This design comes from an exercise in tuning for a short achievable clock period and few clock cycles per item on the open sky130 flow, not from production work.
Function was checked by simulation only, so behaviour that the tests miss may differ from the original.
No driver is modelled on the clock port, so clocking that relies on it looks cheaper here than on a real chip.

==> module data_cache, before the edit <==
module data_cache (
   input  logic        clk,
   input  logic        reset,
   input  logic        MemWrite,
   input  logic        MemRead,
   input  logic [31:0] addr,
   input  logic [31:0] wdata,
   output logic [31:0] rdata,
   output logic        memstall,
   output logic        mem_req,
   output logic        mem_we,
   output logic [31:0] mem_addr,
   output logic [31:0] mem_wdata,
   input  logic [31:0] mem_rdata,
   input  logic        mem_ack
);
   logic        s_idle_q, s_ref_q, s_wr_q, s_ret_q;
   logic        ackret_q;   
   logic        mem_req_q;
   logic [1:0]  x_q;        
   logic        rq_late_q;  
   logic [1:0]  rq_off_q;   
   logic        sh_q;       
   logic [31:0] rdata_q;
   logic [15:0] valid_q;
   logic [23:0] tag_mem  [16];
   logic [31:0] data_mem [16][4];
   logic [3:0]  idx;
   logic [1:0]  off;
   logic [23:0] tag;
   logic        hit;
   logic [15:0] idx_oh;     
   logic [3:0]  off_oh;     
   logic [31:0] rd_word;
   logic        wr_go;
   logic [1:0]  woff;
   logic [3:0]  woff_oh;
   logic [31:0] wr_val;
   logic [1:0]  unused_addr_lsbs;
   assign idx = addr[7:4];
   assign off = addr[3:2];
   assign tag = addr[31:8];
   dc_dec4 u_idx_dec (.a(idx), .y(idx_oh));
   dc_dec2 u_off_dec (.a(off), .y(off_oh));
   logic [15:0] tag_ne;     
   logic [15:0] line_nsel;  
   logic [15:0] line_hit;   
   logic [7:0]  hit_l1;
   logic [3:0]  hit_l2;
   logic [1:0]  hit_l3;
   for (genvar i = 0; i < 16; i++) begin : g_eq
      dc_ne24 u_ne (.a(tag_mem[i]), .b(tag), .ne(tag_ne[i]));
      dc_nand2 u_nsel (.a(idx_oh[i]), .b(valid_q[i]), .y(line_nsel[i]));
      dc_nor2 u_hit (.a(tag_ne[i]), .b(line_nsel[i]), .y(line_hit[i]));
   end
   for (genvar k = 0; k < 8; k++) begin : g_hit1
      dc_nor2 u (.a(line_hit[2*k]), .b(line_hit[2*k+1]), .y(hit_l1[k]));
   end
   for (genvar k = 0; k < 4; k++) begin : g_hit2
      dc_nand2 u (.a(hit_l1[2*k]), .b(hit_l1[2*k+1]), .y(hit_l2[k]));
   end
   for (genvar k = 0; k < 2; k++) begin : g_hit3
      dc_nor2 u (.a(hit_l2[2*k]), .b(hit_l2[2*k+1]), .y(hit_l3[k]));
   end
   dc_nand2 u_hit (.a(hit_l3[0]), .b(hit_l3[1]), .y(hit));
   for (genvar b = 0; b < 32; b++) begin : g_rd
      logic [15:0] lw;
      logic [15:0] p0, p1;
      logic [7:0]  q;
      logic [1:0]  r;
      for (genvar i = 0; i < 16; i++) begin : g_line
         dc_a22oi u_p0 (.a1(off_oh[0]), .a2(data_mem[i][0][b]), .b1(off_oh[1]), .b2(data_mem[i][1][b]), .y(p0[i]));
         dc_a22oi u_p1 (.a1(off_oh[2]), .a2(data_mem[i][2][b]), .b1(off_oh[3]), .b2(data_mem[i][3][b]), .y(p1[i]));
         dc_nand2 u_lw (.a(p0[i]), .b(p1[i]), .y(lw[i]));
      end
      for (genvar m = 0; m < 8; m++) begin : g_q
         dc_a22oi u_q (.a1(idx_oh[2*m]), .a2(lw[2*m]), .b1(idx_oh[2*m+1]), .b2(lw[2*m+1]), .y(q[m]));
      end
      dc_nand4 u_r0 (.a(q[0]), .b(q[1]), .c(q[2]), .d(q[3]), .y(r[0]));
      dc_nand4 u_r1 (.a(q[4]), .b(q[5]), .c(q[6]), .d(q[7]), .y(r[1]));
      dc_or2 u_rd (.a(r[0]), .b(r[1]), .y(rd_word[b]));
   end
   assign rdata     = rdata_q;
   dc_a21oi u_memstall (.a1(ackret_q), .a2(mem_ack), .b1(s_ret_q), .y(memstall));
   logic       st_n, req_n;
   dc_nand2 u_st_n (.a(MemWrite), .b(reset), .y(st_n));
   dc_inv u_req_n (.a(mem_req_q), .y(req_n));
   dc_nand2 u_req (.a(st_n), .b(req_n), .y(mem_req));
   assign mem_we    = MemWrite;
   logic [1:0] req_off, rq_pass_n, rq_or_n;
   logic       rq_pass;
   dc_inv u_rq_pass (.a(rq_late_q), .y(rq_pass));
   for (genvar k = 0; k < 2; k++) begin : g_req_off
      dc_nand2 u_pass (.a(off[k]), .b(rq_pass), .y(rq_pass_n[k]));
      dc_inv u_or_n (.a(rq_off_q[k]), .y(rq_or_n[k]));
      dc_nand2 u_off (.a(rq_pass_n[k]), .b(rq_or_n[k]), .y(req_off[k]));
   end
   assign mem_addr  = {addr[31:4], req_off, 2'b00};
   assign mem_wdata = wdata;
   always_ff @(posedge clk or negedge reset) begin
      if (!reset) begin
         s_idle_q  <= 1'b1;
         s_ref_q   <= 1'b0;
         s_wr_q    <= 1'b0;
         s_ret_q   <= 1'b0;
         ackret_q  <= 1'b0;
         mem_req_q <= 1'b0;
         x_q       <= 2'd0;
         rq_late_q <= 1'b0;
         rq_off_q  <= 2'd0;
         valid_q   <= '0;
      end else begin
         if (s_idle_q) begin
            if (MemWrite) begin
               s_idle_q  <= 1'b0;
               s_wr_q    <= 1'b1;
               ackret_q  <= 1'b1;
               mem_req_q <= 1'b1;
            end else if (MemRead) begin
               s_idle_q <= 1'b0;
               if (hit) begin
                  s_ret_q <= 1'b1;
               end else begin
                  s_ref_q   <= 1'b1;
                  mem_req_q <= 1'b1;
               end
            end
         end
         if (s_ref_q && x_q == 2'd0) valid_q[idx] <= 1'b0;
         if (s_ref_q && mem_ack) begin
            x_q      <= {x_q[0], ~x_q[1]};
            rq_late_q <= (x_q != 2'd2);
            rq_off_q  <= (x_q != 2'd2) ? off ^ {x_q[0], ~x_q[1]} : 2'd0;
            ackret_q <= (x_q == 2'd3);
            if (x_q == 2'd2) begin
               s_ref_q      <= 1'b0;
               s_idle_q     <= 1'b1;
               mem_req_q    <= 1'b0;
               valid_q[idx] <= 1'b1;
            end
         end
         if (s_wr_q && mem_ack) begin
            s_wr_q    <= 1'b0;
            s_idle_q  <= 1'b1;
            ackret_q  <= 1'b0;
            mem_req_q <= 1'b0;
         end
         if (s_ret_q) begin
            s_ret_q  <= 1'b0;
            s_idle_q <= 1'b1;
         end
      end
   end
   assign wr_go  = (s_ref_q && mem_ack) || sh_q;
   assign wr_val = s_wr_q ? wdata : mem_rdata;
   assign woff   = off ^ x_q;
   dc_dec2 u_woff_dec (.a(woff), .y(woff_oh));
   always_ff @(posedge clk) begin
      rdata_q <= rd_word;
      sh_q <= 1'b0;
      if (s_idle_q) sh_q <= MemWrite && hit;
      if (s_ref_q && x_q == 2'd0) tag_mem[idx] <= tag;
      for (int i = 0; i < 16; i++) begin
         for (int w = 0; w < 4; w++) begin
            if (wr_go && idx_oh[i] && woff_oh[w]) data_mem[i][w] <= wr_val;
         end
      end
   end
endmodule
==> module dc_a21oi, before the edit <==
module dc_a21oi (input logic a1, input logic a2, input logic b1, output logic y);
   assign y = ~((a1 & a2) | b1);
endmodule
==> module dc_inv, before the edit <==
module dc_inv (input logic a, output logic y);
   assign y = ~a;
endmodule
export LEC_CHECK = 0
export ABC_CLOCK_PERIOD_IN_PS = 1500
export CAP_MARGIN = 20
export CORE_MARGIN = 2
export CORE_UTILIZATION = 70
export SETUP_SLACK_MARGIN = 3.5
export SLEW_MARGIN = 20
export SYNTH_HIERARCHICAL = 1
create_clock -name core_clock -period 6.5 [get_ports {clk}]
standard.sh (not shown) runs the stock make flow with config.mk's settings and CLKGATE_MAP_FILE= SYNTH_SCRIPT=/design/flow/synth_recipe.tcl, a recipe that flattens the netlist after the stock synthesis.
==> flow/flow/run.sh <==
#!/bin/bash
# Standard layout with two changes; synthesis is the standard one, unchanged.
#  - The delay cells are kept out of port buffering, placement, timing repair and
#    routing (the resizer otherwise picks them as port and fanout buffers).
#  - After the standard timing repair of the CTS and global-route steps, more repair
#    passes aim at tighter setup margins (post_cts.tcl, post_grt.tcl), and after the
#    global-route one the drivers on the worst paths are upsized greedily (sizer.tcl).
set -euo pipefail
bash standard.sh synth > synth.log 2>&1
flow=$(pwd)/flow
for step in FLOORPLAN GLOBAL_PLACE RESIZE DETAIL_PLACE DETAIL_ROUTE REPAIR_TIMING_POST_PLACE CTS GLOBAL_ROUTE; do
  export PRE_${step}_TCL=$flow/dont_use_dly.tcl
done
export POST_CTS_TCL=$flow/post_cts.tcl
export POST_GLOBAL_ROUTE_TCL=$flow/post_grt.tcl
bash standard.sh finish > layout.log 2>&1
Other scripts of this flow, unchanged in this note and not shown: flow/flow/dont_use_dly.tcl, flow/flow/post_cts.tcl, flow/flow/post_grt.tcl, flow/flow/sizer.tcl
Testbench counts at the start, summed over its fixed seeds: cycles 119,935, accesses 20,000.
==> next run, changes <==
--- a/flow/design.v
+++ b/flow/design.v
@@ -15,14 +15,12 @@
    input  logic        mem_ack
 );
    logic        s_idle_q, s_ref_q, s_wr_q, s_ret_q;
    logic        ackret_q;   
    logic        mem_req_q;
    logic [1:0]  x_q;        
-   logic        rq_late_q;  
-   logic [1:0]  rq_off_q;   
    logic        sh_q;       
    logic [31:0] rdata_q;
    logic [15:0] valid_q;
    logic [23:0] tag_mem  [16];
    logic [31:0] data_mem [16][4];
    logic [3:0]  idx;
@@ -78,39 +76,29 @@
       end
       dc_nand4 u_r0 (.a(q[0]), .b(q[1]), .c(q[2]), .d(q[3]), .y(r[0]));
       dc_nand4 u_r1 (.a(q[4]), .b(q[5]), .c(q[6]), .d(q[7]), .y(r[1]));
       dc_or2 u_rd (.a(r[0]), .b(r[1]), .y(rd_word[b]));
    end
    assign rdata     = rdata_q;
-   dc_a21oi u_memstall (.a1(ackret_q), .a2(mem_ack), .b1(s_ret_q), .y(memstall));
-   logic       st_n, req_n;
-   dc_nand2 u_st_n (.a(MemWrite), .b(reset), .y(st_n));
-   dc_inv u_req_n (.a(mem_req_q), .y(req_n));
-   dc_nand2 u_req (.a(st_n), .b(req_n), .y(mem_req));
+   assign memstall  = !(s_ret_q || (ackret_q && mem_ack));
+   assign mem_req   = mem_req_q || (MemWrite && reset);
    assign mem_we    = MemWrite;
-   logic [1:0] req_off, rq_pass_n, rq_or_n;
-   logic       rq_pass;
-   dc_inv u_rq_pass (.a(rq_late_q), .y(rq_pass));
-   for (genvar k = 0; k < 2; k++) begin : g_req_off
-      dc_nand2 u_pass (.a(off[k]), .b(rq_pass), .y(rq_pass_n[k]));
-      dc_inv u_or_n (.a(rq_off_q[k]), .y(rq_or_n[k]));
-      dc_nand2 u_off (.a(rq_pass_n[k]), .b(rq_or_n[k]), .y(req_off[k]));
-   end
+   logic [1:0] req_off;
+   dc_xor2 u_req_off0 (.a(off[0]), .b(x_q[0]), .y(req_off[0]));
+   dc_xor2 u_req_off1 (.a(off[1]), .b(x_q[1]), .y(req_off[1]));
    assign mem_addr  = {addr[31:4], req_off, 2'b00};
    assign mem_wdata = wdata;
    always_ff @(posedge clk or negedge reset) begin
       if (!reset) begin
          s_idle_q  <= 1'b1;
          s_ref_q   <= 1'b0;
          s_wr_q    <= 1'b0;
          s_ret_q   <= 1'b0;
          ackret_q  <= 1'b0;
          mem_req_q <= 1'b0;
          x_q       <= 2'd0;
-         rq_late_q <= 1'b0;
-         rq_off_q  <= 2'd0;
          valid_q   <= '0;
       end else begin
          if (s_idle_q) begin
             if (MemWrite) begin
                s_idle_q  <= 1'b0;
                s_wr_q    <= 1'b1;
@@ -126,14 +114,12 @@
                end
             end
          end
          if (s_ref_q && x_q == 2'd0) valid_q[idx] <= 1'b0;
          if (s_ref_q && mem_ack) begin
             x_q      <= {x_q[0], ~x_q[1]};
-            rq_late_q <= (x_q != 2'd2);
-            rq_off_q  <= (x_q != 2'd2) ? off ^ {x_q[0], ~x_q[1]} : 2'd0;
             ackret_q <= (x_q == 2'd3);
             if (x_q == 2'd2) begin
                s_ref_q      <= 1'b0;
                s_idle_q     <= 1'b1;
                mem_req_q    <= 1'b0;
                valid_q[idx] <= 1'b1;
@@ -203,18 +189,12 @@
    end
    dc_nand4 u_ne (.a(h[0]), .b(h[1]), .c(h[2]), .d(h[3]), .y(ne));
 endmodule
 module dc_xnor2 (input logic a, input logic b, output logic y);
    assign y = ~(a ^ b);
 endmodule
-module dc_a21oi (input logic a1, input logic a2, input logic b1, output logic y);
-   assign y = ~((a1 & a2) | b1);
-endmodule
-module dc_inv (input logic a, output logic y);
-   assign y = ~a;
-endmodule
 module dc_xor2 (input logic a, input logic b, output logic y);
    assign y = a ^ b;
 endmodule
 module dc_nand2 (input logic a, input logic b, output logic y);
    assign y = ~(a & b);
 endmodule
Outcome: The changed run completed with no timing, DRC or antenna violations. Non-clock buffer count increases by 50. Maximum frequency fell by about 0.8%. Wire length rises by about 3.5%. Synthesized area is about the same. Core utilization grows by 0.31 points.
Testbench counts after the change, summed over its fixed seeds: cycles 119,935, accesses 20,000.

what the ideal ports hide:
How much do the figures lean on ideal ports? The routed layouts below were timed once more, with nothing changed but the port constraints.
Step 1 sets driving cells, clkbuf_16 on the clock port and buf_2 on the other inputs (assumed; they add their load-dependent delay and slew).
Step 2 adds t to the input delays and takes it off the output delays; t is the mean of the earliest and latest rising clock arrival at the registers after step 1. Input paths then give back, and output paths get back, about the clock's delay inside the block.
Slacks: ideal / step 1 / step 2; pairs: ideal / step 1.
run | shift t [ns] | setup slack, ns | latest minus earliest clock arrival (ns) | slew at the worst register clock pin (ns)
the first run | 0.943 | 3.509 / 3.432 / 2.559 | 0.029 / 0.029 | 0.07 / 0.07
the second run | 0.930 | 3.486 / 3.418 / 2.587 | 0.027 / 0.027 | 0.07 / 0.07
After both steps setup and hold are still met in every run listed. For the first run, which loses most, drivers alone change the setup slack by -0.077 ns; drivers and shift together by -0.950 ns.
